Context: an optimization exercise on an open-source flow, tuned for small area and a short achievable clock period. The choices shown serve that exercise and are no tape-out recipe. Where RTL was checked, it was by simulation tests only, not by an equivalence proof against the original. Power and IR drop assume default switching activity.

exp/zinc:
## batch_dispatcher
module batch_dispatcher #(
   parameter int MAX_DEPENDENCIES = 256,
   parameter int MAX_BATCH_SIZE   = 8,
   parameter int SLOT_W           = 3,
   parameter int WATCHDOG_CYCLES  = 1024
) (
   input  logic                        clk,
   input  logic                        rst,
   input  logic                        s_axis_tvalid,
   output logic                        s_axis_tready,
   input  logic [63:0]                 s_axis_tdata_owner_programID,
   input  logic [MAX_DEPENDENCIES-1:0] s_axis_tdata_read_dependencies,
   input  logic [MAX_DEPENDENCIES-1:0] s_axis_tdata_write_dependencies,
   input  logic                        batch_end,
   output logic                        d_valid,
   input  logic                        d_ready,
   output logic [63:0]                 d_programID,
   output logic [SLOT_W-1:0]           d_slot,
   input  logic                        done_valid,
   input  logic [SLOT_W-1:0]           done_slot,
   output logic [MAX_DEPENDENCIES-1:0] batch_read_mask,
   output logic [MAX_DEPENDENCIES-1:0] batch_write_mask,
   output logic                        batch_retired,
   output logic                        completion_error,
   output logic                        watchdog_timeout,
  ...
clock: 3.6 ns
lec_check: 0
cap_margin: 20
core_area: 10 10 470 470
cts_buf_list: sky130_fd_sc_hd__clkbuf_4 sky130_fd_sc_hd__clkbuf_8 sky130_fd_sc_hd__clkbuf_16
cts_cluster_diameter: 100
cts_cluster_size: 30
die_area: 0 0 480 480
setup_slack_margin: 1.6
slew_margin: 20
standard.sh (not shown) runs the stock make flow with config.mk's settings and CLKGATE_MAP_FILE= SYNTH_SCRIPT=/design/flow/synth_recipe.tcl, a recipe that flattens the netlist after the stock synthesis.
==> flow/flow/run.sh <==
#!/bin/bash
set -euo pipefail
bash standard.sh "BUFFER_PORTS_ARGS=-buffer_cell sky130_fd_sc_hd__buf_1" finish > standard.log 2>&1
Relative to exp/zinc, the following input files were edited for exp/onyx:
# exp/zinc
export LEC_CHECK = 0
export CAP_MARGIN = 20
export CORE_AREA = 10 10 470 470
export CTS_BUF_LIST = sky130_fd_sc_hd__clkbuf_4 sky130_fd_sc_hd__clkbuf_8 sky130_fd_sc_hd__clkbuf_16
export CTS_CLUSTER_DIAMETER = 100
export CTS_CLUSTER_SIZE = 30
export DIE_AREA = 0 0 480 480
export SETUP_SLACK_MARGIN = 1.6
export SLEW_MARGIN = 20
create_clock -name core_clock -period 3.6 [get_ports {clk}]
# exp/onyx
export LEC_CHECK = 0
export CAP_MARGIN = 20
export CORE_AREA = 10 10 470 470
export DIE_AREA = 0 0 480 480
export SETUP_SLACK_MARGIN = 1.6
export SLEW_MARGIN = 20
create_clock -name core_clock -period 3.6 [get_ports {clk}]
--- outcome ---
- The count of standard-cell rows on exp/onyx is in line with that on exp/zinc.
- The growth of design area from synthesis to finish of exp/onyx exceeds that of exp/zinc by 6.2 points.
- exp/onyx vs. exp/zinc: post-layout worst setup margin lower; clock-buffer cell count higher.
No functional check of the RTL was part of any run of this note.


Setup of run 1:
Another version of the RTL of batch_dispatcher (not shown whole).
Size: about 3100 cells after synthesis, roughly 42000 um2 of cells after synthesis.
clock: 3.6 ns
lec_check: 0
cap_margin: 20
core_area: 10 10 470 470
cts_buf_list: sky130_fd_sc_hd__clkbuf_8 sky130_fd_sc_hd__clkbuf_16
cts_cluster_diameter: 80
cts_cluster_size: 25
die_area: 0 0 480 480
setup_slack_margin: 1.5
slew_margin: 20
==> flow/flow/run.sh <==
#!/bin/bash
set -euo pipefail
bash standard.sh "BUFFER_PORTS_ARGS=-buffer_cell sky130_fd_sc_hd__buf_1" \
  "POST_GLOBAL_PLACE_TCL=$PWD/flow/outbuf.tcl" \
  "PRE_IO_PLACEMENT_TCL=$PWD/flow/pins.tcl" finish > standard.log 2>&1
==> flow/flow/outbuf.tcl <==
# Output port buffers: buf_2 in place of the buf_1 that buffer_ports inserted.
set n 0
foreach inst [get_cells output*] {
  if {[get_property $inst ref_name] eq "sky130_fd_sc_hd__buf_1"} {
    replace_cell $inst sky130_fd_sc_hd__buf_2
    incr n
  }
}
puts "outbuf.tcl: resized $n output port buffers to buf_2"
==> flow/flow/pins.tcl <==
# Keep each input bit's pin next to the output pin of the same bit.
for {set i 0} {$i < 256} {incr i} {
  set_io_pin_constraint -group -order -pin_names [list "s_axis_tdata_read_dependencies\[$i\]" "batch_read_mask\[$i\]"]
  set_io_pin_constraint -group -order -pin_names [list "s_axis_tdata_write_dependencies\[$i\]" "batch_write_mask\[$i\]"]
}
for {set i 0} {$i < 64} {incr i} {
  set_io_pin_constraint -group -order -pin_names [list "s_axis_tdata_owner_programID\[$i\]" "d_programID\[$i\]"]
}
# Keep the control and status pins together, so the control logic and its
# output registers sit next to them.
set ctl [list s_axis_tvalid s_axis_tready batch_end d_valid d_ready done_valid \
  batch_retired completion_error watchdog_timeout]
for {set i 0} {$i < 3} {incr i} { lappend ctl "d_slot\[$i\]" "done_slot\[$i\]" }
for {set i 0} {$i < 16} {incr i} { lappend ctl "batches_retired\[$i\]" "txns_dispatched\[$i\]" }
set_io_pin_constraint -region bottom:200-260 -pin_names $ctl
Modified inputs, run 2 compared to run 1
==> flow/flow/run.sh <==
#!/bin/bash
set -euo pipefail
bash standard.sh "BUFFER_PORTS_ARGS=-buffer_cell sky130_fd_sc_hd__buf_1" \
  "PRE_IO_PLACEMENT_TCL=$PWD/flow/pins.tcl" finish > standard.log 2>&1
==> flow/flow/pins.tcl <==
# Keep each input bit's pin next to the output pin of the same bit.
for {set i 0} {$i < 256} {incr i} {
  set_io_pin_constraint -group -order -pin_names [list "s_axis_tdata_read_dependencies\[$i\]" "batch_read_mask\[$i\]"]
  set_io_pin_constraint -group -order -pin_names [list "s_axis_tdata_write_dependencies\[$i\]" "batch_write_mask\[$i\]"]
}
for {set i 0} {$i < 64} {incr i} {
  set_io_pin_constraint -group -order -pin_names [list "s_axis_tdata_owner_programID\[$i\]" "d_programID\[$i\]"]
}
removed: flow/flow/outbuf.tcl
Diff run 2..run 1 | routed wire length | negligible. Run 2: period utilization 2.0 points above run 1. Run 2 and run 1 ended up with nearly the same vias after detailed routing. For run 2, the launch point of the worst path was wd_timeout_q, unlike run 1, where it was dpid[23].
Modified inputs, run 3 compared to run 2
- swapping 1.5 for 1.6 in SETUP_SLACK_MARGIN
==> flow/flow/run.sh <==
#!/bin/bash
set -euo pipefail
bash standard.sh "BUFFER_PORTS_ARGS=-buffer_cell sky130_fd_sc_hd__buf_1" \
  "POST_GLOBAL_PLACE_TCL=$PWD/flow/outbuf.tcl" \
  "PRE_IO_PLACEMENT_TCL=$PWD/flow/pins.tcl" finish > standard.log 2>&1
==> flow/flow/outbuf.tcl (new file) <==
# Output port buffers: buf_2 in place of the buf_1 that buffer_ports inserted.
set n 0
foreach inst [get_cells output*] {
  if {[get_property $inst ref_name] eq "sky130_fd_sc_hd__buf_1"} {
    replace_cell $inst sky130_fd_sc_hd__buf_2
    incr n
  }
}
puts "outbuf.tcl: resized $n output port buffers to buf_2"
diff --git a/flow/flow/pins.tcl b/flow/flow/pins.tcl
--- a/flow/flow/pins.tcl
+++ b/flow/flow/pins.tcl
@@ -8 +8,8 @@
 }
+# Keep the control and status pins together, so the control logic and its
+# output registers sit next to them.
+set ctl [list s_axis_tvalid s_axis_tready batch_end d_valid d_ready done_valid \
+  batch_retired completion_error watchdog_timeout]
+for {set i 0} {$i < 3} {incr i} { lappend ctl "d_slot\[$i\]" "done_slot\[$i\]" }
+for {set i 0} {$i < 16} {incr i} { lappend ctl "batches_retired\[$i\]" "txns_dispatched\[$i\]" }
+set_io_pin_constraint -region bottom:200-260 -pin_names $ctl
Findings:
Result: PASS for each of run 2 and run 3
Run 3 vs run 2 — final standard cell count with taps included and fillers excluded climbed by a few percent
Comparing run 2 and run 3, met3 track utilization from global routing is lower on run 2.
On run 3: net count reported at finish is 4.2% higher than what run 2 gave.
Run 3 vs run 2, total power after layout went up by about 11%.
The lower net switching component of the power of run 2 and run 3 is in run 2.
[run 3 vs run 2] routed length on met2: higher in run 3

separate check: timing with driven ports:
In the flow no input, the clock included, has a driving cell. The finished layouts below were timed again as built, in two steps.
Step 1: set_driving_cell puts a clkbuf_16 on clk and a buf_2 on each other input, an assumption about the parent block.
Step 2 also shifts input and output timing later by t, the mid clock arrival at the registers, as if the neighbouring blocks saw the same clock.
Three values: no drivers, after step 1, after step 2; two values: the first two.
run | t, ns | setup slack, ns | worst hold slack (ns) | clock arrival spread, ns
exp/zinc | 0.811 | 1.349 / 1.274 / 0.861 | 0.170 / 0.127 / 0.507 | 0.071 / 0.071
exp/onyx | 0.862 | 1.325 / 1.250 / 0.777 | 0.146 / 0.114 / 0.499 | 0.050 / 0.050
run 1 | 0.766 | 1.545 / 1.472 / 0.795 | 0.222 / 0.187 / 0.481 | 0.058 / 0.058
run 2 | 0.802 | 1.474 / 1.398 / 0.825 | 0.185 / 0.137 / 0.473 | 0.096 / 0.096
run 3 | 0.789 | 1.501 / 1.419 / 0.897 | 0.198 / 0.148 / 0.491 | 0.091 / 0.091
After both steps setup and hold are still met in every run listed. The setup slack of run 1, which loses most, moves by -0.073 ns with the drivers and by -0.750 ns with both steps.
